This design comes from an exercise in tuning for small area, a short achievable clock period and few clock cycles per item on the open sky130 flow, not from production work.
At most, simulation tests tie the RTL to the original design; equivalence was not proved.
No activity file was given, so power comes from the tool's default toggle rates.

==> flow/design.v (excerpt) <==
module video_pad_crop_filter #(
  parameter int CHUNK_BITS         = 5,
  parameter int HACTIVE_BITS       = 11,
  parameter int VACTIVE_BITS       = 11,
  parameter int BITS_PER_PIXEL     = 16,
  parameter int REQ_FIFO_ADDR_BITS = HACTIVE_BITS - CHUNK_BITS,
  parameter int PIX_FIFO_ADDR_BITS = CHUNK_BITS + 1
) (
  input  logic                                        scalerClock,
  input  logic                                        reset,
  input  logic                                        bypass,
  input  logic [VACTIVE_BITS-1:0]                     padTopRows,
  input  logic [HACTIVE_BITS-CHUNK_BITS-1:0]          padLeftChunks,
  input  logic [VACTIVE_BITS-1:0]                     sourceRows,
  input  logic [HACTIVE_BITS-CHUNK_BITS-1:0]          sourceChunks,
  input  logic [BITS_PER_PIXEL-1:0]                   padColor,
  output logic                                        downstreamRequestFifoReadEnable,
  input  logic                                        downstreamRequestFifoEmpty,
  input  logic [VACTIVE_BITS+HACTIVE_BITS-CHUNK_BITS-1:0] downstreamRequestFifoReadData,
  output logic                                        downstreamResponseFifoWriteEnable,
  input  logic                                        downstreamResponseFifoFull,
  output logic [BITS_PER_PIXEL-1:0]                   downstreamResponseFifoWriteData,
  input  logic                                        upstreamRequestFifoReadEnable,
  ...
For scale: ~130 I/O pins.
Settings: LEC_CHECK=0, CAP_MARGIN=20, CORE_MARGIN=2, CORE_UTILIZATION=40, CTS_CLUSTER_DIAMETER=100, CTS_CLUSTER_SIZE=30, SETUP_SLACK_MARGIN=2.5, SLEW_MARGIN=20; clock period 5.0 ns.
standard.sh (not shown) runs the stock make flow with config.mk's settings and CLKGATE_MAP_FILE= SYNTH_SCRIPT=/design/flow/synth_recipe.tcl, a recipe that flattens the netlist after the stock synthesis.
==> flow/flow/run.sh <==
#!/bin/bash
# Layout flow: the standard ORFS flow (standard.sh) with one change: the reset and
# upstreamResponseFifoFull ports, joined by a combinational path, are placed side by side.
set -euo pipefail
here=$(pwd)
bash standard.sh synth > synth.log 2>&1
bash standard.sh IO_CONSTRAINTS="$here/flow/io.tcl" finish > layout.log 2>&1
==> flow/flow/io.tcl <==
# reset -> upstreamResponseFifoFull is a combinational path: keep the two ports side by side
set_io_pin_constraint -group -order -pin_names {reset upstreamResponseFifoFull}
Testbench counts at the start, summed over its fixed seeds: cycles 37,036, pixels 36,864.
Next try:
==> flow/run.sh (new file) <==
#!/bin/bash
# synth_recipe.tcl (not shown) runs the flow's synth.tcl, then flattens the netlist and writes it again
# the make line also repeats each setting of config.mk as NAME=value (left out here)
make -C /OpenROAD-flow-scripts/flow DESIGN_CONFIG=/design/flow/config.mk WORK_HOME=/design/flow/orfs CLKGATE_MAP_FILE= SYNTH_SCRIPT=/design/flow/synth_recipe.tcl finish
Settings changed: SETUP_SLACK_MARGIN 2.5 to 2.4.
removed: flow/flow/run.sh
removed: flow/flow/io.tcl
removed: flow/standard.sh
What happened: Die area is unchanged; design area falls slightly; synthesized cell count is unchanged; routed wire length shrinks by a few percent; global-route usage is lower by 0.85 points; via count barely changes; worst setup slack gets worse by 0.11 ns; first-iteration DRC count rose by a few percent; cell count hardly moves; count of clock-buffer cells in the layout is higher by 3; worst hold slack got worse by 0.074 ns.
Next try:
Settings changed: CORE_UTILIZATION 40 to 60, PLACE_DENSITY set to 0.72, SETUP_SLACK_MARGIN 2.4 to 2.5.
Clock-buffer cell count is higher by 4.
Total power is lower by 2.5%.
Non-clock buffer count is lower by 5.
Hold slack improved by 0.033 ns.
Setup slack got worse by 0.031 ns.

* * *

Another version of the RTL of video_pad_crop_filter (not shown whole).
For scale: roughly 5,500 cells after synthesis, about 130 I/O pins.
// video_pad_crop_filter
module video_pad_crop_filter #(
  parameter int CHUNK_BITS         = 5,
  parameter int HACTIVE_BITS       = 11,
  parameter int VACTIVE_BITS       = 11,
  parameter int BITS_PER_PIXEL     = 16,
  parameter int REQ_FIFO_ADDR_BITS = HACTIVE_BITS - CHUNK_BITS,
  parameter int PIX_FIFO_ADDR_BITS = CHUNK_BITS + 1
) (
  input  logic                                        scalerClock,
  input  logic                                        reset,
  input  logic                                        bypass,
  input  logic [VACTIVE_BITS-1:0]                     padTopRows,
  input  logic [HACTIVE_BITS-CHUNK_BITS-1:0]          padLeftChunks,
  input  logic [VACTIVE_BITS-1:0]                     sourceRows,
  input  logic [HACTIVE_BITS-CHUNK_BITS-1:0]          sourceChunks,
  input  logic [BITS_PER_PIXEL-1:0]                   padColor,
  output logic                                        downstreamRequestFifoReadEnable,
  input  logic                                        downstreamRequestFifoEmpty,
  input  logic [VACTIVE_BITS+HACTIVE_BITS-CHUNK_BITS-1:0] downstreamRequestFifoReadData,
  output logic                                        downstreamResponseFifoWriteEnable,
  input  logic                                        downstreamResponseFifoFull,
  output logic [BITS_PER_PIXEL-1:0]                   downstreamResponseFifoWriteData,
  input  logic                                        upstreamRequestFifoReadEnable,
  output logic                                        upstreamRequestFifoEmpty,
  ...
export LEC_CHECK = 0
export CAP_MARGIN = 20
export CORE_MARGIN = 2
export CORE_UTILIZATION = 40
export CTS_CLUSTER_DIAMETER = 100
export CTS_CLUSTER_SIZE = 30
export SETUP_SLACK_MARGIN = 2.5
export SLEW_MARGIN = 20
create_clock -name core_clock -period 5.0 [get_ports {scalerClock}]
run.sh (not shown) runs the stock make flow with config.mk's settings and CLKGATE_MAP_FILE= SYNTH_SCRIPT=/design/flow/synth_recipe.tcl, a recipe that flattens the netlist after the stock synthesis.
Stock flow here: none of the scripts above is used.
Testbench counts at the start, summed over its fixed seeds: cycles 37,036, pixels 36,864.
Next try:
Settings changed: CORE_UTILIZATION 40 to 60, CTS_CLUSTER_SIZE 30 to 26, PLACE_DENSITY set to 0.72.
Result: Hold slack hardly moves; via count rose by a few percent; fmax rose slightly; synthesized cell count is unchanged; clock skew fell by 0.024 ns; wire length fell by a few percent.
Next try:
Settings changed: CORE_UTILIZATION 60 to 50, PLACE_DENSITY 0.72 to 0.65, SETUP_SLACK_MARGIN 2.5 to 2.6.
Result:
- The changed run produced a clean layout
- setup slack gets better by 0.023 ns
- routed wire length decreases by 1.4%
- sequential power barely changes
- design area climbs by 0.42%
- hold slack gets worse by 0.090 ns
- combinational power hardly moves
- register-to-register slack is better by 0.11 ns
- sequential share of layout area went down by 0.28 points

* * *

Another version of the RTL of video_pad_crop_filter (not shown whole).
Size: about 5500 cells after synthesis, about 2500 flip-flops, about 130 I/O pins, roughly 0.094 mm^2 of cells after synthesis.
clock: 5.0 ns
lec_check: 0
cap_margin: 20
core_margin: 2
core_utilization: 50
cts_cluster_diameter: 100
cts_cluster_size: 26
gpl_routability_driven: 0
place_density: 0.65
setup_slack_margin: 2.5
slew_margin: 20
Change:
Settings changed: GPL_ROUTABILITY_DRIVEN 0 to unset.
Result:
- setup slack is unchanged
- critical path depth does not change
- total power is unchanged
- area after synthesis stays the same
- global-route usage does not change
- count of clock-buffer cells in the layout stays the same
- sequential share of layout area stays the same
Change:
Settings changed: CTS_CLUSTER_SIZE 26 to 30.
Setup slack hardly moves.
Total power went down slightly.
Sequential cell count is unchanged.
Count of clock-buffer cells in the layout went down by 29.
Design area went down slightly.
Non-clock buffer count went up by 2.
Fmax barely changes.
Core utilization went down by 0.20 points.
Wire length barely changes.
Clock power went down by a few percent.
First-iteration DRC count went up by a few percent.
Function was not checked in any run of this note: the RTL went through the layout flow alone.

* * *

RTL: one of the versions met above, not the one the previous note started from.
clock: 5.0 ns
lec_check: 0
cap_margin: 20
core_margin: 2
core_utilization: 45
cts_cluster_diameter: 100
cts_cluster_size: 26
place_density: 0.62
setup_slack_margin: 2.5
slew_margin: 20
The baseline finished clean.
Testbench counts at the start, summed over its fixed seeds: cycles 37,036, pixels 36,864.
Change:
--- a/flow/config.mk
+++ b/flow/config.mk
@@ -10 +10 @@
-export CORE_UTILIZATION = 45
+export CORE_UTILIZATION = 40
@@ -13 +12,0 @@
-export PLACE_DENSITY = 0.62
After rerunning: Core utilization shrinks by 5.6 points. Clock power hardly moves. Non-clock buffer count is unchanged. Critical path depth is unchanged. Synthesized cell count does not change. Total power hardly moves. Worst setup slack gets worse by 90 ps.

[port drivers added, routing unchanged]
In the flow no input, the clock included, has a driving cell. The finished layouts below were timed again as built, in two steps.
Step 1 sets driving cells, clkbuf_16 on the clock port and buf_2 on the other inputs (assumed; they add their load-dependent delay and slew).
Step 2 times the ports against the registers' clock, not the clock port: input delays grow and output delays shrink by t, the midpoint of the rising clock arrivals with the driver on.
Slacks: no drivers / after step 1 / after step 2; pairs: no drivers / after step 1.
run | shift t [ns] | setup WS [ns] | worst register clock-pin slew, ns
the first run of note 1 | 0.900 | 2.404 / 2.305 / 1.752 | 0.13 / 0.13
the second run of note 1 | 0.883 | 2.296 / 2.296 / 1.714 | 0.12 / 0.12
the third run of note 1 | 0.845 | 2.265 / 2.265 / 1.754 | 0.12 / 0.12
the first run of note 2 | 0.869 | 2.393 / 2.309 / 1.710 | 0.12 / 0.12
the second run of note 2 | 0.863 | 2.416 / 2.330 / 1.726 | 0.11 / 0.11
the third run of note 2 | 0.891 | 2.439 / 2.351 / 1.818 | 0.11 / 0.11
the first run of note 3 | 0.861 | 2.454 / 2.409 / 1.745 | 0.11 / 0.11
the second run of note 3 | 0.861 | 2.454 / 2.409 / 1.745 | 0.11 / 0.11
the third run of note 3 | 0.855 | 2.452 / 2.400 / 1.734 | 0.12 / 0.12
the first run of note 4 | 0.877 | 2.412 / 2.328 / 1.699 | 0.11 / 0.11
the second run of note 4 | 0.891 | 2.322 / 2.239 / 1.699 | 0.11 / 0.11
After both steps every run listed still meets setup and hold. The setup slack of the third run of note 3, which loses most, moves by -0.052 ns with the drivers and by -0.718 ns with both steps.
